This design comes from an exercise in tuning for small area on the open sky130 flow, not from production work. In this exercise RTL edits were held to simulation tests only and were not proved equivalent to the original. Power figures rest on the tool's default switching activity, not on a simulated workload.

File: flow/flow/run.sh
#!/bin/bash
# standard layout; ports buffered with the smallest buffer, clock tree without dummy loads
export BUFFER_PORTS_ARGS="-buffer_cell sky130_fd_sc_hd__buf_1"
export CTS_ARGS="-sink_clustering_enable -repair_clock_nets -dont_use_dummy_load -sink_clustering_size 28 -sink_clustering_max_diameter 100"
bash standard.sh > standard.log 2>&1
File: flow/standard.sh
#!/bin/bash
# synth_recipe.tcl (not shown) runs the flow's synth.tcl, then flattens the netlist and writes it again
# the make line also repeats each setting of config.mk as NAME=value (left out here)
make -C /OpenROAD-flow-scripts/flow DESIGN_CONFIG=/design/flow/config.mk WORK_HOME=/design/flow/orfs CLKGATE_MAP_FILE= SYNTH_SCRIPT=/design/flow/synth_recipe.tcl "${@:-finish}"
File: flow/config.mk
export PLATFORM = sky130hd
export DESIGN_NAME = conv5x5_top
export DESIGN_NICKNAME = conv5x5_top
export VERILOG_FILES = /design/flow/design.v
export SDC_FILE = /design/flow/constraint.sdc
export NUM_CORES = 4
export LEC_CHECK = 0
export CAP_MARGIN = 20
export CORE_MARGIN = 2
export CORE_UTILIZATION = 40
export SLEW_MARGIN = 20
export SYNTH_HIERARCHICAL = 1
File: flow/constraint.sdc
create_clock -name core_clock -period 4.0 [get_ports {clk}]
set_input_delay 0.8000 -clock core_clock [delete_from_list [all_inputs] [get_ports {clk}]]
set_output_delay 0.8000 -clock core_clock [all_outputs]
set_load 0.01 [all_outputs]
File: flow/design.v
`default_nettype none
package conv_pkg;
  localparam int pix_w = 8;                     
  localparam int out_delay = 23;                
  typedef logic [pix_w-1:0] pixel_t;            
  localparam logic [pix_w-1:0] pix_pol = 8'h83;
endpackage
`default_nettype wire
`default_nettype none
module row_skew_line #(
  parameter int depth = 23   
) (
  input  wire logic             clk,
  input  wire conv_pkg::pixel_t pix_in,
  output conv_pkg::pixel_t      pix_out
);
  conv_pkg::pixel_t shreg [depth];
  always_ff @(posedge clk) begin
    shreg[0] <= pix_in;
    for (int i = 1; i < depth; i++) begin
      shreg[i] <= shreg[i-1];
    end
  end
  assign pix_out = shreg[depth-1];
endmodule
`default_nettype wire
`default_nettype none
module mac_tap (
  input  wire logic clk,
  input  wire logic rst,
  output logic      valid
);
  logic [4:0] age;   
  always_ff @(posedge clk) begin
    if (rst) begin
      age <= 5'd7;
    end else if (age != 5'd31) begin
      age <= age + 5'd1;
    end
  end
  assign valid = (age == 5'd31);
endmodule
`default_nettype wire
`default_nettype none
module fa_cell (
  input  wire logic a,
  input  wire logic b,
  input  wire logic ci,
  output logic      s,
  output logic      co
);
  assign s  = a ^ b ^ ci;
  assign co = (a & b) | (a & ci) | (b & ci);
endmodule
module ha_cell (
  input  wire logic a,
  input  wire logic b,
  output logic      s,
  output logic      co
);
  assign s  = a ^ b;
  assign co = a & b;
endmodule
`default_nettype wire
`default_nettype none
module mac_cascade (
  input  wire logic             clk,
  input  wire logic             rst_chain,
  input  wire conv_pkg::pixel_t row0,
  input  wire conv_pkg::pixel_t row1,
  input  wire conv_pkg::pixel_t row2,
  input  wire conv_pkg::pixel_t row3,
  input  wire conv_pkg::pixel_t row4,
  output conv_pkg::pixel_t      pix_raw
);
  wire c2;
  wire c4;
  wire c7;
  wire c10;
  wire c13;
  wire c16;
  wire c18;
  wire c21;
  wire c23;
  wire c26;
  wire c30;
  wire c33;
  wire c35;
  wire c38;
  wire c40;
  wire c43;
  wire c45;
  wire c47;
  wire c49;
  wire c51;
  wire c53;
  wire c55;
  wire c57;
  wire c59;
  wire c61;
  wire c63;
  wire c65;
  wire c67;
  wire c71;
  wire c73;
  wire c75;
  wire c77;
  wire c79;
  wire c81;
  wire c83;
  wire c85;
  wire c87;
  wire c89;
  wire c91;
  wire c93;
  wire c95;
  wire c97;
  wire c99;
  wire c101;
  wire c103;
  wire c105;
  wire c107;
  wire c110;
  wire c113;
  wire c116;
  wire c119;
  wire c122;
  wire c124;
  wire c127;
  wire c130;
  wire c132;
  wire c134;
  wire c137;
  wire c140;
  wire c142;
  wire c144;
  wire c147;
  wire c150;
  wire c152;
  wire c154;
  wire c157;
  wire c159;
  wire c161;
  wire c163;
  wire c166;
  wire c168;
  wire c170;
  wire c172;
  wire c174;
  wire c178;
  wire c180;
  wire c184;
  wire c186;
  wire c188;
  wire c190;
  wire c192;
  wire c194;
  wire c196;
  wire c198;
  wire c200;
  wire c202;
  wire c204;
  wire c206;
  wire c208;
  wire c210;
  wire c212;
  wire c214;
  wire c218;
  wire c220;
  wire c222;
  wire c224;
  wire c226;
  wire c228;
  wire c230;
  wire c234;
  wire c237;
  wire c241;
  wire c245;
  wire c249;
  wire c252;
  wire c256;
  wire c258;
  wire c262;
  wire c264;
  wire c268;
  wire c270;
  wire c272;
  wire c275;
  wire c277;
  wire c279;
  wire c281;
  wire c287;
  wire c289;
  wire c291;
  wire c295;
  wire c299;
  wire c301;
  wire c303;
  wire c305;
  wire c310;
  wire c312;
  wire c315;
  wire c318;
  wire c321;
  wire g5;
  wire g8;
  wire g11;
  wire g14;
  wire g19;
  wire g24;
  wire g31;
  wire g36;
  wire g41;
  wire g108;
  wire g111;
  wire g114;
  wire g117;
  wire g120;
  wire g125;
  wire g128;
  wire g135;
  wire g138;
  wire g145;
  wire g148;
  wire g155;
  wire g164;
  wire g231;
  wire g232;
  wire g235;
  wire g238;
  wire g239;
  wire g242;
  wire g243;
  wire g246;
  wire g247;
  wire g250;
  wire g253;
  wire g254;
  wire g259;
  wire g260;
  wire g265;
  wire g266;
  wire g273;
  wire g306;
  wire g307;
  wire g308;
  wire g313;
  wire g316;
  wire g319;
  wire g322;
  wire s1;
  wire s3;
  wire s6;
  wire s9;
  wire s12;
  wire s15;
  wire s17;
  wire s20;
  wire s22;
  wire s25;
  wire s29;
  wire s32;
  wire s34;
  wire s37;
  wire s39;
  wire s42;
  wire s44;
  wire s46;
  wire s48;
  wire s50;
  wire s52;
  wire s54;
  wire s56;
  wire s58;
  wire s60;
  wire s62;
  wire s64;
  wire s66;
  wire s70;
  wire s72;
  wire s74;
  wire s76;
  wire s78;
  wire s80;
  wire s82;
  wire s84;
  wire s86;
  wire s88;
  wire s90;
  wire s92;
  wire s94;
  wire s96;
  wire s98;
  wire s100;
  wire s102;
  wire s104;
  wire s106;
  wire s109;
  wire s112;
  wire s115;
  wire s118;
  wire s121;
  wire s123;
  wire s126;
  wire s129;
  wire s131;
  wire s133;
  wire s136;
  wire s139;
  wire s141;
  wire s143;
  wire s146;
  wire s149;
  wire s151;
  wire s153;
  wire s156;
  wire s158;
  wire s160;
  wire s162;
  wire s165;
  wire s167;
  wire s169;
  wire s171;
  wire s173;
  wire s177;
  wire s179;
  wire s183;
  wire s185;
  wire s187;
  wire s189;
  wire s191;
  wire s193;
  wire s195;
  wire s197;
  wire s199;
  wire s201;
  wire s203;
  wire s205;
  wire s207;
  wire s209;
  wire s211;
  wire s213;
  wire s217;
  wire s219;
  wire s221;
  wire s223;
  wire s225;
  wire s227;
  wire s229;
  wire s233;
  wire s236;
  wire s240;
  wire s244;
  wire s248;
  wire s251;
  wire s255;
  wire s257;
  wire s261;
  wire s263;
  wire s267;
  wire s269;
  wire s271;
  wire s274;
  wire s276;
  wire s278;
  wire s280;
  wire s286;
  wire s288;
  wire s290;
  wire s294;
  wire s298;
  wire s300;
  wire s302;
  wire s304;
  wire s309;
  wire s311;
  wire s314;
  wire s317;
  wire s320;
  logic ia_0_0;
  logic ia_1_0;
  logic ia_2_0;
  logic ia_3_0;
  logic ia_4_0;
  logic ia_5_0;
  logic ia_5_1;
  logic ia_6_0;
  logic ia_7_0;
  logic ia_8_0;
  logic ia_9_0;
  logic ip_0_0;
  logic ip_1_0;
  logic ip_2_0;
  logic ip_3_0;
  logic ip_4_0;
  logic ip_5_0;
  logic ip_6_0;
  logic ip_6_1;
  logic ip_7_0;
  logic ip_8_0;
  logic ip_9_0;
  logic ix_0_0;
  logic ix_1_0;
  logic ix_2_0;
  logic ix_3_0;
  logic ix_4_0;
  logic ix_5_0;
  logic ix_6_0;
  logic ix_7_0;
  logic i3_0_0;
  logic i3_1_0;
  logic i3_2_0;
  logic i3_3_0;
  logic i3_4_0;
  logic i3_5_0;
  logic i3_6_0;
  logic i3_7_0;
  logic i3_8_0;
  logic i3_9_0;
  logic i3_10_0;
  logic i3_11_0;
  logic z1_0_0;
  logic z1_1_0;
  logic z1_2_0;
  logic z1_3_0;
  logic z1_4_0;
  logic z1_5_0;
  logic z1_5_1;
  logic z1_6_0;
  logic z1_7_0;
  logic z1_8_0;
  logic z1_9_0;
  logic z1b_0_0;
  logic z1b_1_0;
  logic z1b_2_0;
  logic z1b_3_0;
  logic z1b_4_0;
  logic z1b_5_0;
  logic z1b_5_1;
  logic z1b_6_0;
  logic z1b_7_0;
  logic z1b_8_0;
  logic z1b_9_0;
  logic z3_0_0;
  logic z3_1_0;
  logic z3_2_0;
  logic z3_3_0;
  logic z3_4_0;
  logic z3_5_0;
  logic z3_6_0;
  logic z3_7_0;
  logic z3_8_0;
  logic z3_9_0;
  logic z3_10_0;
  logic z3_10_1;
  logic z3_11_0;
  logic z3_11_1;
  logic z3_12_0;
  logic z3_13_0;
  logic z3_14_0;
  logic z3_15_0;
  logic z4_0_0;
  logic z4_1_0;
  logic z4_2_0;
  logic z4_3_0;
  logic z4_4_0;
  logic z4_5_0;
  logic z4_6_0;
  logic z4_7_0;
  logic z4_8_0;
  logic z4_9_0;
  logic z4_10_0;
  logic z4_11_0;
  logic z4_11_1;
  logic z4_12_0;
  logic z4_13_0;
  logic z4_14_0;
  logic z4_15_0;
  logic r0_8_0;
  logic r0_9_0;
  logic r0_10_0;
  logic r0_10_1;
  logic r0_10_2;
  logic r0_11_0;
  logic r0_11_1;
  logic r0_12_0;
  logic r0_12_1;
  logic r0_13_0;
  logic r0_14_0;
  logic r0_15_0;
  logic r1_0_0;
  logic r1_1_0;
  logic r1_2_0;
  logic r1_3_0;
  logic r1_4_0;
  logic r1_5_0;
  logic r1_6_0;
  logic r1_7_0;
  ha_cell u_s1 (.a(row0[0]), .b(row4[0]), .s(s1), .co(c2));
  fa_cell u_s3 (.a(row0[1]), .b(row4[1]), .ci(c2), .s(s3), .co(c4));
  assign g5 = ~s3;
  ha_cell u_s6 (.a(row2[0]), .b(g5), .s(s6), .co(c7));
  assign g8 = ~row2[1];
  fa_cell u_s9 (.a(row0[2]), .b(row4[2]), .ci(g8), .s(s9), .co(c10));
  assign g11 = ~c7;
  fa_cell u_s12 (.a(s9), .b(c4), .ci(g11), .s(s12), .co(c13));
  assign g14 = ~row2[2];
  fa_cell u_s15 (.a(row0[3]), .b(row4[3]), .ci(g14), .s(s15), .co(c16));
  fa_cell u_s17 (.a(c10), .b(s15), .ci(c13), .s(s17), .co(c18));
  assign g19 = ~row2[3];
  fa_cell u_s20 (.a(row0[4]), .b(row4[4]), .ci(g19), .s(s20), .co(c21));
  fa_cell u_s22 (.a(c16), .b(s20), .ci(c18), .s(s22), .co(c23));
  assign g24 = ~row2[4];
  fa_cell u_s25 (.a(row0[5]), .b(row4[5]), .ci(g24), .s(s25), .co(c26));
  ha_cell u_s29 (.a(c21), .b(s25), .s(s29), .co(c30));
  assign g31 = ~row2[5];
  fa_cell u_s32 (.a(row0[6]), .b(row4[6]), .ci(g31), .s(s32), .co(c33));
  fa_cell u_s34 (.a(c26), .b(s32), .ci(c30), .s(s34), .co(c35));
  assign g36 = ~row2[6];
  fa_cell u_s37 (.a(row0[7]), .b(row4[7]), .ci(g36), .s(s37), .co(c38));
  fa_cell u_s39 (.a(c33), .b(s37), .ci(c35), .s(s39), .co(c40));
  assign g41 = ~row2[7];
  fa_cell u_s42 (.a(g41), .b(c38), .ci(c40), .s(s42), .co(c43));
  ha_cell u_s44 (.a(row1[0]), .b(row3[0]), .s(s44), .co(c45));
  fa_cell u_s46 (.a(row2[0]), .b(row1[1]), .ci(row3[1]), .s(s46), .co(c47));
  ha_cell u_s48 (.a(c45), .b(s46), .s(s48), .co(c49));
  fa_cell u_s50 (.a(row2[1]), .b(row1[2]), .ci(row3[2]), .s(s50), .co(c51));
  fa_cell u_s52 (.a(c47), .b(s50), .ci(c49), .s(s52), .co(c53));
  fa_cell u_s54 (.a(row2[2]), .b(row1[3]), .ci(row3[3]), .s(s54), .co(c55));
  fa_cell u_s56 (.a(c51), .b(s54), .ci(c53), .s(s56), .co(c57));
  fa_cell u_s58 (.a(row2[3]), .b(row1[4]), .ci(row3[4]), .s(s58), .co(c59));
  fa_cell u_s60 (.a(c55), .b(s58), .ci(c57), .s(s60), .co(c61));
  fa_cell u_s62 (.a(row2[4]), .b(row1[5]), .ci(row3[5]), .s(s62), .co(c63));
  fa_cell u_s64 (.a(c59), .b(s62), .ci(c61), .s(s64), .co(c65));
  fa_cell u_s66 (.a(row2[5]), .b(row1[6]), .ci(row3[6]), .s(s66), .co(c67));
  ha_cell u_s70 (.a(c63), .b(s66), .s(s70), .co(c71));
  fa_cell u_s72 (.a(row2[6]), .b(row1[7]), .ci(row3[7]), .s(s72), .co(c73));
  fa_cell u_s74 (.a(c67), .b(s72), .ci(c71), .s(s74), .co(c75));
  fa_cell u_s76 (.a(row2[7]), .b(c73), .ci(c75), .s(s76), .co(c77));
  ha_cell u_s78 (.a(ip_1_0), .b(ip_0_0), .s(s78), .co(c79));
  fa_cell u_s80 (.a(ip_2_0), .b(ip_1_0), .ci(c79), .s(s80), .co(c81));
  fa_cell u_s82 (.a(ip_3_0), .b(ip_2_0), .ci(c81), .s(s82), .co(c83));
  fa_cell u_s84 (.a(ip_4_0), .b(ip_3_0), .ci(c83), .s(s84), .co(c85));
  fa_cell u_s86 (.a(ip_5_0), .b(ip_4_0), .ci(c85), .s(s86), .co(c87));
  fa_cell u_s88 (.a(ip_6_0), .b(ip_6_1), .ci(ip_5_0), .s(s88), .co(c89));
  ha_cell u_s90 (.a(s88), .b(c87), .s(s90), .co(c91));
  fa_cell u_s92 (.a(ip_7_0), .b(ip_6_0), .ci(ip_6_1), .s(s92), .co(c93));
  fa_cell u_s94 (.a(c89), .b(s92), .ci(c91), .s(s94), .co(c95));
  fa_cell u_s96 (.a(ip_8_0), .b(ip_7_0), .ci(c93), .s(s96), .co(c97));
  ha_cell u_s98 (.a(s96), .b(c95), .s(s98), .co(c99));
  fa_cell u_s100 (.a(ip_9_0), .b(ip_8_0), .ci(c97), .s(s100), .co(c101));
  ha_cell u_s102 (.a(s100), .b(c99), .s(s102), .co(c103));
  fa_cell u_s104 (.a(ip_9_0), .b(c101), .ci(c103), .s(s104), .co(c105));
  ha_cell u_s106 (.a(z1b_1_0), .b(ia_0_0), .s(s106), .co(c107));
  assign g108 = ~i3_0_0;
  fa_cell u_s109 (.a(z1b_2_0), .b(ia_1_0), .ci(g108), .s(s109), .co(c110));
  assign g111 = ~s109;
  ha_cell u_s112 (.a(c107), .b(g111), .s(s112), .co(c113));
  assign g114 = ~z1b_3_0;
  fa_cell u_s115 (.a(i3_1_0), .b(ia_2_0), .ci(g114), .s(s115), .co(c116));
  assign g117 = ~c110;
  fa_cell u_s118 (.a(g117), .b(s115), .ci(c113), .s(s118), .co(c119));
  assign g120 = ~z1b_4_0;
  fa_cell u_s121 (.a(i3_2_0), .b(ia_3_0), .ci(g120), .s(s121), .co(c122));
  fa_cell u_s123 (.a(c116), .b(s121), .ci(c119), .s(s123), .co(c124));
  assign g125 = ~i3_3_0;
  fa_cell u_s126 (.a(z1b_5_0), .b(z1b_5_1), .ci(g125), .s(s126), .co(c127));
  assign g128 = ~s126;
  fa_cell u_s129 (.a(ia_4_0), .b(c122), .ci(g128), .s(s129), .co(c130));
  ha_cell u_s131 (.a(s129), .b(c124), .s(s131), .co(c132));
  fa_cell u_s133 (.a(i3_4_0), .b(ix_0_0), .ci(ia_5_0), .s(s133), .co(c134));
  assign g135 = ~ia_5_1;
  fa_cell u_s136 (.a(z1b_6_0), .b(g135), .ci(c127), .s(s136), .co(c137));
  assign g138 = ~s136;
  fa_cell u_s139 (.a(s133), .b(c130), .ci(g138), .s(s139), .co(c140));
  ha_cell u_s141 (.a(s139), .b(c132), .s(s141), .co(c142));
  fa_cell u_s143 (.a(i3_5_0), .b(ix_1_0), .ci(ia_6_0), .s(s143), .co(c144));
  assign g145 = ~z1b_7_0;
  fa_cell u_s146 (.a(g145), .b(c134), .ci(s143), .s(s146), .co(c147));
  assign g148 = ~c137;
  fa_cell u_s149 (.a(g148), .b(s146), .ci(c140), .s(s149), .co(c150));
  ha_cell u_s151 (.a(s149), .b(c142), .s(s151), .co(c152));
  fa_cell u_s153 (.a(i3_6_0), .b(ix_2_0), .ci(ia_7_0), .s(s153), .co(c154));
  assign g155 = ~z1b_8_0;
  fa_cell u_s156 (.a(g155), .b(c144), .ci(s153), .s(s156), .co(c157));
  fa_cell u_s158 (.a(c147), .b(s156), .ci(c150), .s(s158), .co(c159));
  ha_cell u_s160 (.a(c152), .b(s158), .s(s160), .co(c161));
  fa_cell u_s162 (.a(i3_7_0), .b(ix_3_0), .ci(ia_8_0), .s(s162), .co(c163));
  assign g164 = ~z1b_9_0;
  fa_cell u_s165 (.a(g164), .b(c154), .ci(s162), .s(s165), .co(c166));
  fa_cell u_s167 (.a(c157), .b(s165), .ci(c159), .s(s167), .co(c168));
  ha_cell u_s169 (.a(c161), .b(s167), .s(s169), .co(c170));
  fa_cell u_s171 (.a(i3_8_0), .b(ix_4_0), .ci(ia_9_0), .s(s171), .co(c172));
  fa_cell u_s173 (.a(c163), .b(s171), .ci(c166), .s(s173), .co(c174));
  ha_cell u_s177 (.a(s173), .b(c168), .s(s177), .co(c178));
  fa_cell u_s179 (.a(i3_9_0), .b(ix_5_0), .ci(c172), .s(s179), .co(c180));
  ha_cell u_s183 (.a(s179), .b(c174), .s(s183), .co(c184));
  fa_cell u_s185 (.a(i3_10_0), .b(ix_6_0), .ci(c180), .s(s185), .co(c186));
  ha_cell u_s187 (.a(s185), .b(c184), .s(s187), .co(c188));
  fa_cell u_s189 (.a(i3_11_0), .b(ix_7_0), .ci(c186), .s(s189), .co(c190));
  ha_cell u_s191 (.a(s189), .b(c188), .s(s191), .co(c192));
  ha_cell u_s193 (.a(c190), .b(c192), .s(s193), .co(c194));
  ha_cell u_s195 (.a(z3_3_0), .b(i3_0_0), .s(s195), .co(c196));
  fa_cell u_s197 (.a(z3_4_0), .b(i3_1_0), .ci(c196), .s(s197), .co(c198));
  fa_cell u_s199 (.a(z3_5_0), .b(i3_2_0), .ci(c198), .s(s199), .co(c200));
  fa_cell u_s201 (.a(z3_6_0), .b(i3_3_0), .ci(c200), .s(s201), .co(c202));
  fa_cell u_s203 (.a(z3_7_0), .b(i3_4_0), .ci(c202), .s(s203), .co(c204));
  fa_cell u_s205 (.a(z3_8_0), .b(i3_5_0), .ci(c204), .s(s205), .co(c206));
  fa_cell u_s207 (.a(z3_9_0), .b(i3_6_0), .ci(c206), .s(s207), .co(c208));
  fa_cell u_s209 (.a(z3_10_0), .b(z3_10_1), .ci(i3_7_0), .s(s209), .co(c210));
  ha_cell u_s211 (.a(s209), .b(c208), .s(s211), .co(c212));
  fa_cell u_s213 (.a(z3_11_0), .b(z3_11_1), .ci(i3_8_0), .s(s213), .co(c214));
  ha_cell u_s217 (.a(c210), .b(s213), .s(s217), .co(c218));
  fa_cell u_s219 (.a(z3_12_0), .b(i3_9_0), .ci(c214), .s(s219), .co(c220));
  ha_cell u_s221 (.a(c218), .b(s219), .s(s221), .co(c222));
  fa_cell u_s223 (.a(z3_13_0), .b(i3_10_0), .ci(c220), .s(s223), .co(c224));
  ha_cell u_s225 (.a(c222), .b(s223), .s(s225), .co(c226));
  fa_cell u_s227 (.a(z3_14_0), .b(i3_11_0), .ci(c224), .s(s227), .co(c228));
  ha_cell u_s229 (.a(c226), .b(s227), .s(s229), .co(c230));
  assign g231 = z3_15_0 ^ c228 ^ c230;
  assign g232 = ~z4_0_0 & ~ia_0_0;
  fa_cell u_s233 (.a(z4_1_0), .b(ia_1_0), .ci(g232), .s(s233), .co(c234));
  assign g235 = ~ia_2_0;
  fa_cell u_s236 (.a(z4_2_0), .b(i3_0_0), .ci(g235), .s(s236), .co(c237));
  assign g238 = (s236 & c234) | (s236 & s233) | (c234 & s233);
  assign g239 = ~ia_3_0;
  fa_cell u_s240 (.a(z4_3_0), .b(i3_1_0), .ci(g239), .s(s240), .co(c241));
  assign g242 = (c237 & s240) | (c237 & g238) | (s240 & g238);
  assign g243 = ~ia_4_0;
  fa_cell u_s244 (.a(z4_4_0), .b(i3_2_0), .ci(g243), .s(s244), .co(c245));
  assign g246 = (c241 & s244) | (c241 & g242) | (s244 & g242);
  assign g247 = ~ia_5_0;
  fa_cell u_s248 (.a(z4_5_0), .b(i3_3_0), .ci(g247), .s(s248), .co(c249));
  assign g250 = ~ia_5_1;
  fa_cell u_s251 (.a(g250), .b(c245), .ci(s248), .s(s251), .co(c252));
  assign g253 = s251 & g246;
  assign g254 = ~ia_6_0;
  fa_cell u_s255 (.a(z4_6_0), .b(i3_4_0), .ci(g254), .s(s255), .co(c256));
  fa_cell u_s257 (.a(c249), .b(s255), .ci(c252), .s(s257), .co(c258));
  assign g259 = s257 | g253;
  assign g260 = ~ia_7_0;
  fa_cell u_s261 (.a(z4_7_0), .b(i3_5_0), .ci(g260), .s(s261), .co(c262));
  fa_cell u_s263 (.a(c256), .b(s261), .ci(c258), .s(s263), .co(c264));
  assign g265 = s263 | g259;
  assign g266 = ~ia_8_0;
  fa_cell u_s267 (.a(z4_8_0), .b(i3_6_0), .ci(g266), .s(s267), .co(c268));
  fa_cell u_s269 (.a(c262), .b(s267), .ci(c264), .s(s269), .co(c270));
  ha_cell u_s271 (.a(s269), .b(g265), .s(s271), .co(c272));
  assign g273 = ~ia_9_0;
  fa_cell u_s274 (.a(z4_9_0), .b(i3_7_0), .ci(g273), .s(s274), .co(c275));
  fa_cell u_s276 (.a(c268), .b(s274), .ci(c270), .s(s276), .co(c277));
  fa_cell u_s278 (.a(s276), .b(c272), .ci(s271), .s(s278), .co(c279));
  fa_cell u_s280 (.a(z4_10_0), .b(i3_8_0), .ci(c275), .s(s280), .co(c281));
  ha_cell u_s286 (.a(s280), .b(c277), .s(s286), .co(c287));
  fa_cell u_s288 (.a(z4_11_0), .b(z4_11_1), .ci(i3_9_0), .s(s288), .co(c289));
  fa_cell u_s290 (.a(s288), .b(c281), .ci(c287), .s(s290), .co(c291));
  fa_cell u_s294 (.a(z4_12_0), .b(i3_10_0), .ci(c289), .s(s294), .co(c295));
  fa_cell u_s298 (.a(z4_13_0), .b(i3_11_0), .ci(c295), .s(s298), .co(c299));
  ha_cell u_s300 (.a(s294), .b(s298), .s(s300), .co(c301));
  fa_cell u_s302 (.a(z4_14_0), .b(c299), .ci(c301), .s(s302), .co(c303));
  ha_cell u_s304 (.a(s300), .b(s302), .s(s304), .co(c305));
  assign g306 = z4_15_0 ^ c303 ^ c305;
  assign g307 = g306 ^ s304;
  assign g308 = ~r0_10_0;
  fa_cell u_s309 (.a(r0_10_1), .b(r0_10_2), .ci(g308), .s(s309), .co(c310));
  fa_cell u_s311 (.a(r0_11_0), .b(r0_11_1), .ci(c310), .s(s311), .co(c312));
  assign g313 = ~r0_12_0;
  fa_cell u_s314 (.a(r0_12_1), .b(g313), .ci(c312), .s(s314), .co(c315));
  assign g316 = ~r0_13_0;
  ha_cell u_s317 (.a(g316), .b(c315), .s(s317), .co(c318));
  assign g319 = ~r0_14_0;
  ha_cell u_s320 (.a(g319), .b(c318), .s(s320), .co(c321));
  assign g322 = r0_15_0 ^ c321;
  always_ff @(posedge clk) begin
    ia_0_0 <= s1;
    ia_1_0 <= s6;
    ia_2_0 <= s12;
    ia_3_0 <= s17;
    ia_4_0 <= s22;
    ia_5_0 <= s29;
    ia_5_1 <= c23;
    ia_6_0 <= s34;
    ia_7_0 <= s39;
    ia_8_0 <= s42;
    ia_9_0 <= c43;
    ip_0_0 <= s44;
    ip_1_0 <= s48;
    ip_2_0 <= s52;
    ip_3_0 <= s56;
    ip_4_0 <= s60;
    ip_5_0 <= s64;
    ip_6_0 <= s70;
    ip_6_1 <= c65;
    ip_7_0 <= s74;
    ip_8_0 <= s76;
    ip_9_0 <= c77;
    ix_0_0 <= row2[0];
    ix_1_0 <= row2[1];
    ix_2_0 <= row2[2];
    ix_3_0 <= row2[3];
    ix_4_0 <= row2[4];
    ix_5_0 <= row2[5];
    ix_6_0 <= row2[6];
    ix_7_0 <= row2[7];
    r0_8_0 <= s271;
    r0_9_0 <= s278;
    r0_10_0 <= s286;
    r0_10_1 <= s278;
    r0_10_2 <= c279;
    r0_11_0 <= s286;
    r0_11_1 <= s290;
    r0_12_0 <= s294;
    r0_12_1 <= c291;
    r0_13_0 <= s300;
    r0_14_0 <= s304;
    r0_15_0 <= g307;
    r1_0_0 <= r0_8_0;
    r1_1_0 <= r0_9_0;
    r1_2_0 <= s309;
    r1_3_0 <= s311;
    r1_4_0 <= s314;
    r1_5_0 <= s317;
    r1_6_0 <= s320;
    r1_7_0 <= g322;
  end
  always_ff @(posedge clk) begin
    if (rst_chain) begin
      i3_0_0 <= 1'b0;
      i3_1_0 <= 1'b0;
      i3_2_0 <= 1'b0;
      i3_3_0 <= 1'b0;
      i3_4_0 <= 1'b0;
      i3_5_0 <= 1'b0;
      i3_6_0 <= 1'b0;
      i3_7_0 <= 1'b0;
      i3_8_0 <= 1'b0;
      i3_9_0 <= 1'b0;
      i3_10_0 <= 1'b0;
      i3_11_0 <= 1'b0;
      z1_0_0 <= 1'b0;
      z1_1_0 <= 1'b1;
      z1_2_0 <= 1'b0;
      z1_3_0 <= 1'b0;
      z1_4_0 <= 1'b0;
      z1_5_0 <= 1'b1;
      z1_5_1 <= 1'b1;
      z1_6_0 <= 1'b1;
      z1_7_0 <= 1'b1;
      z1_8_0 <= 1'b1;
      z1_9_0 <= 1'b0;
      z1b_0_0 <= 1'b0;
      z1b_1_0 <= 1'b1;
      z1b_2_0 <= 1'b0;
      z1b_3_0 <= 1'b0;
      z1b_4_0 <= 1'b0;
      z1b_5_0 <= 1'b1;
      z1b_5_1 <= 1'b1;
      z1b_6_0 <= 1'b1;
      z1b_7_0 <= 1'b1;
      z1b_8_0 <= 1'b1;
      z1b_9_0 <= 1'b0;
      z3_0_0 <= 1'b0;
      z3_1_0 <= 1'b1;
      z3_2_0 <= 1'b1;
      z3_3_0 <= 1'b1;
      z3_4_0 <= 1'b1;
      z3_5_0 <= 1'b0;
      z3_6_0 <= 1'b0;
      z3_7_0 <= 1'b0;
      z3_8_0 <= 1'b0;
      z3_9_0 <= 1'b1;
      z3_10_0 <= 1'b1;
      z3_10_1 <= 1'b0;
      z3_11_0 <= 1'b0;
      z3_11_1 <= 1'b0;
      z3_12_0 <= 1'b0;
      z3_13_0 <= 1'b0;
      z3_14_0 <= 1'b0;
      z3_15_0 <= 1'b0;
      z4_0_0 <= 1'b0;
      z4_1_0 <= 1'b1;
      z4_2_0 <= 1'b1;
      z4_3_0 <= 1'b1;
      z4_4_0 <= 1'b1;
      z4_5_0 <= 1'b0;
      z4_6_0 <= 1'b0;
      z4_7_0 <= 1'b0;
      z4_8_0 <= 1'b0;
      z4_9_0 <= 1'b1;
      z4_10_0 <= 1'b1;
      z4_11_0 <= 1'b0;
      z4_11_1 <= 1'b0;
      z4_12_0 <= 1'b0;
      z4_13_0 <= 1'b0;
      z4_14_0 <= 1'b0;
      z4_15_0 <= 1'b0;
    end else begin
      i3_0_0 <= ip_0_0;
      i3_1_0 <= s78;
      i3_2_0 <= s80;
      i3_3_0 <= s82;
      i3_4_0 <= s84;
      i3_5_0 <= s86;
      i3_6_0 <= s90;
      i3_7_0 <= s94;
      i3_8_0 <= s98;
      i3_9_0 <= s102;
      i3_10_0 <= s104;
      i3_11_0 <= c105;
      z1_0_0 <= ia_0_0;
      z1_1_0 <= ia_1_0;
      z1_2_0 <= ia_2_0;
      z1_3_0 <= ia_3_0;
      z1_4_0 <= ia_4_0;
      z1_5_0 <= ia_5_0;
      z1_5_1 <= ia_5_1;
      z1_6_0 <= ia_6_0;
      z1_7_0 <= ia_7_0;
      z1_8_0 <= ia_8_0;
      z1_9_0 <= ia_9_0;
      z1b_0_0 <= z1_0_0;
      z1b_1_0 <= z1_1_0;
      z1b_2_0 <= z1_2_0;
      z1b_3_0 <= z1_3_0;
      z1b_4_0 <= z1_4_0;
      z1b_5_0 <= z1_5_0;
      z1b_5_1 <= z1_5_1;
      z1b_6_0 <= z1_6_0;
      z1b_7_0 <= z1_7_0;
      z1b_8_0 <= z1_8_0;
      z1b_9_0 <= z1_9_0;
      z3_0_0 <= z1b_0_0;
      z3_1_0 <= s106;
      z3_2_0 <= s112;
      z3_3_0 <= s118;
      z3_4_0 <= s123;
      z3_5_0 <= s131;
      z3_6_0 <= s141;
      z3_7_0 <= s151;
      z3_8_0 <= s160;
      z3_9_0 <= s169;
      z3_10_0 <= s177;
      z3_10_1 <= c170;
      z3_11_0 <= s183;
      z3_11_1 <= c178;
      z3_12_0 <= s187;
      z3_13_0 <= s191;
      z3_14_0 <= s193;
      z3_15_0 <= c194;
      z4_0_0 <= z3_0_0;
      z4_1_0 <= z3_1_0;
      z4_2_0 <= z3_2_0;
      z4_3_0 <= s195;
      z4_4_0 <= s197;
      z4_5_0 <= s199;
      z4_6_0 <= s201;
      z4_7_0 <= s203;
      z4_8_0 <= s205;
      z4_9_0 <= s207;
      z4_10_0 <= s211;
      z4_11_0 <= s217;
      z4_11_1 <= c212;
      z4_12_0 <= s221;
      z4_13_0 <= s225;
      z4_14_0 <= s229;
      z4_15_0 <= g231;
    end
  end
  assign pix_raw = {r1_7_0, r1_6_0, r1_5_0, r1_4_0, r1_3_0, r1_2_0, r1_1_0, r1_0_0};
endmodule
`default_nettype wire
`default_nettype none
module conv5x5_top (
  input  wire logic             clk,
  input  wire logic             rst,
  input  wire conv_pkg::pixel_t row0,      
  input  wire conv_pkg::pixel_t row1,
  input  wire conv_pkg::pixel_t row2,
  input  wire conv_pkg::pixel_t row3,
  input  wire conv_pkg::pixel_t row4,      
  output conv_pkg::pixel_t      pix_out    
);
  conv_pkg::pixel_t pix_raw, pix_del;
  logic rst_q;    
  logic valid;
  always_ff @(posedge clk) begin
    rst_q <= rst;
  end
  mac_cascade u_cascade (
    .clk (clk), .rst_chain (rst_q),
    .row0 (row0), .row1 (row1), .row2 (row2), .row3 (row3), .row4 (row4),
    .pix_raw (pix_raw)
  );
  row_skew_line #(
    .depth (conv_pkg::out_delay - 2)
  ) u_delay (
    .clk     (clk),
    .pix_in  (pix_raw),
    .pix_out (pix_del)
  );
  mac_tap u_blank (
    .clk   (clk),
    .rst   (rst),
    .valid (valid)
  );
  assign pix_out = valid ? (pix_del ^ conv_pkg::pix_pol) : '0;
endmodule
`default_nettype wire
==> results.ini <==
[status]
status = no timing/DRC/antenna violations

[place]
place_inst = 896
dpl_cell_area_um2 = 9544
place.gp.congestion = 0.7307
portBuffers = 49
hpwl_mm = 7.349
preCtsSetupSlack_ns = 0.2925

[setup_path]
crit_arrival_ns = 4.07
crit_top_cell = fa_1
crit_chain = ha_1, fa_1, fa_1, fa_1, fa_1, ha_1, fa_1, ha_1, ha_1, fa_1, nor2b_1
slowest_stage = fa_1
r2r-start = u_cascade.ip_1_0
rrSetupSlack_ns = 0.28
cp-endpoint = u_cascade.i3_10_0
critPathBufInv = 0
cp_slowest_stage_delay_ns = 0.41
worstReg2RegEnd = u_cascade.i3_10_0
critPathMaxFanout = 2
cp_top_family = adder cells
cp.depth = 11
critPathLaunch = u_cascade.ip_1_0
crit_type = reg2reg
critPathCaptureType = flop
cp-start-kind = flop
cp.required_ns = 4.34
reg2reg_depth = 11

[power]
leakage_nw = 4.184
power_frac_comb_pct = 26.2
cell_internal_pwr_mw = 6.002
power.share.clock_pct = 17.4
power.switching_mw = 2.194
p_per_area_nw_per_um2 = 828.2
seqPwrFrac_pct = 56.4
swShare_pct = 26.77
peakVddDrop_v = 0.0003493

[final_layout]
num-fill-cells = 2035
antennaDiodeCount = 0
drive_gt1_share_pct = 7.200
largest_reg_flops = 168
top_register = u_delay.shreg
finalNetCount = 801
design_area_um2 = 9894
reg.largest.list = u_delay.shreg x168, u_blank.age x5
layout.cells.non_filler = 910
syn_to_final_growth_pct = 8.956

[die]
start_util_pct = 40.48
dieArea_um2 = 23920
io_pins = 50
die_x_um = 154.7
die_h_um = 154.7
core_area_um2 = 22430
rows = 55

[sta]
period_share_pct = 93.12
hold_viol = 0
setup_viol = 0
fin_crit_ns = 3.725
fin_skew_ns = 0.04272
report.final.slew_viol_count = 0
fin_setup_tns_ns = 0
rsz0062_at_grt = false
worst-slew-pin-transition_ns = 0.6618
fin_ws_ns = 0.2751
relSlewSlack_pct = 55.88
fmax_mhz = 268.5

[cts]
cts_resized = 0
cts_sinks = 291
clockBufferDepth = 3
cts_tree = built
numCtsBuffers = 14
post_cts_buffers = 0
cts_root_buf = clkbuf_16
cts-htree-levels = 1
clk_latency_ns = 0.47
clk_pin_slew_worst_paths_ns = 0.10
cts_hold_buf = 0

[drt]
firstDrtPassIters = 4
drt-total-wl_mm = 9.979
ant_nets = 0
drc = 0
via_per_inst = 4.107
routedWlPerCell_um = 10.97
vias = 3737
drtIter0Drc = 118

[synthesis]
yosysSeqAreaShare_pct = 64.15
yosysUniqueCellTypes = 25
yosys.area.top_type = dfxtp_1
synth-seq-cells = 291
syn_avg_cell_area_um2 = 15.77
synthTopCellsByArea = dfxtp_1 (64%), fa_1 (21%), ha_1 (5.1%)
async_reset_ff_share_pct = 0
syn_area_um2 = 9081
yosysTopAreaCellShare_pct = 64.15
synth_ff_type = dfxtp_1
ys_top_cells_by_count = dfxtp_1 (291), fa_1 (95), nor2b_1 (42)
postSynthCellCount = 576
syn-num-nets = 750
synth_edf_count = 0
ys_warn_count = 11
yosys.cell_count.top_type = dfxtp_1

[min_path]
hold_class = reg2reg

[global_routing]
grt_util_all_layers_pct = 8.714
grt_pass1_wl_mm = 17.25
antenna_found_initial = 0
grt_overflow = 0
grt_pass1_vias = 3864
grt_max_degree = 70

[job]
cap_viol_max_count = 0

-- worst register-to-register path: stages, from the launching register on --
cell and delay, ns:
dfxtp_1 0.34, ha_1 0.21, fa_1 0.38, fa_1 0.39, fa_1 0.39, fa_1 0.39
ha_1 0.21, fa_1 0.36, ha_1 0.19, ha_1 0.19, fa_1 0.41, nor2b_1 0.13
-- power groups by stage --
stage | clock (mW) | sequential [mW] | combinational (mW)
floorplan | 0 | 4.60 | 1.76
global placement | 0 | 4.68 | 2.17
detailed placement | 0 | 4.74 | 2.22
CTS | 1.50 | 4.67 | 2.24
global route | 1.60 | 4.78 | 2.57
finish | 1.42 | 4.62 | 2.15
-- Yosys stat by module (local to each module, per instance), excerpt --
module	times used	flops+latches	cells inside	cell area, µm²
mac_cascade	1	117	249	3082
mac_tap	1	5	21	230.2
conv5x5_top	1	1	9	78.83
fa_cell	95	0	1	20.02
ha_cell	34	0	1	12.51
-- cell type report --
| type | count | area, µm² | area share [%] |
|---|---|---|---|
| sequential | 291 | 5827 | 58.89 |
| multi-input combinational | 236 | 3042 | 30.74 |
| tap | 285 | 356.6 | 3.604 |
| clock buffer | 14 | 350.3 | 3.541 |
| timing repair buffer | 50 | 191.4 | 1.935 |
| inverter | 34 | 127.6 | 1.290 |
-- cells in the final DEF, fill, tap and decap left out, types with 8 or more instances in the layout --
cell type    n
nor2_1       8
nor2b_1     42
inv_1       34
clkbuf_16   14
or2_2       24
fa_1        95
dfxtp_1    290
buf_1       49
ha_1        37
-- cells by family after synthesis --
logic type | share of synthesized area, %
flops | 64.15
fa+ha+maj | 26.16
simple gates | 5.952
buf+inv | 2.356
xor+xnor | 0.8679
compound gates | 0.3995
mux | 0.1102
-- how the worst min path moves through the flow --
| stage | from | end | slack, ns | depth (start not counted) |
|---|---|---|---|---|
| 3_5_place_dp | u_delay.shreg[11][3] | u_delay.shreg[12][3] | 0.31 | 0 |
| 4_1_cts | u_cascade.r1_5_0 | u_delay.shreg[0][5] | 0.27 | 0 |
| 2_1_floorplan | u_cascade.r0_8_0 | u_cascade.r1_0_0 | 0.31 | 0 |
| 5_1_grt | u_delay.shreg[1][6] | u_delay.shreg[2][6] | 0.28 | 0 |
| 3_3_place_gp | u_cascade.r1_0_0 | u_delay.shreg[0][0] | 0.31 | 0 |
| 6_report | u_cascade.r1_5_0 | u_delay.shreg[0][5] | 0.28 | 0 |
-- through the flow --
step	hold WS [ns]	util (%)	power (mW)
after floorplan	0.3096	-	6.353
after detailed placement	0.3121	42.54	6.956
after CTS	0.2739	44.10	8.408
after global routing	0.2795	44.10	8.953
final	0.2784	44.10	8.195
after global placement	0.3095	42.54	6.849
-- layer usage --
| metal | vias to the layer above | global-route usage, % | wire length [µm] |
|---|---|---|---|
| met1 | 1849 | 11.52 | 4492 |
| met2 | 38 | 14.58 | 4930 |
| met4 | 0 | 2.778 | 267 |
| met5 | - | 0 | 0 |
| li1 | 1834 | - | - |
| met3 | 16 | 1.653 | 288 |

==> static timing again, ports no longer ideal <==
In the flow no input, the clock included, has a driving cell. The finished layout below was timed again as built, in two steps.
Step 1 assumes that a clkbuf_16 drives the clock port and a buf_2 every other input.
Step 2, shift: input delay + t, output delay - t, t = (earliest + latest rising clock arrival at the registers) / 2. This alone moves slack from input paths to output paths.
Slacks: no drivers / after step 1 / after step 2; pairs: no drivers / after step 1.
t (ns): 0.493
setup slack, ns: 0.275 / 0.275 / 0.275
worst setup path at the end: register to register
latest minus earliest clock arrival (ns): 0.047 / 0.047
After both steps setup and hold are still met in this run. The setup slack of this run moves by 0.000 ns with the drivers and by 0.000 ns with both steps.
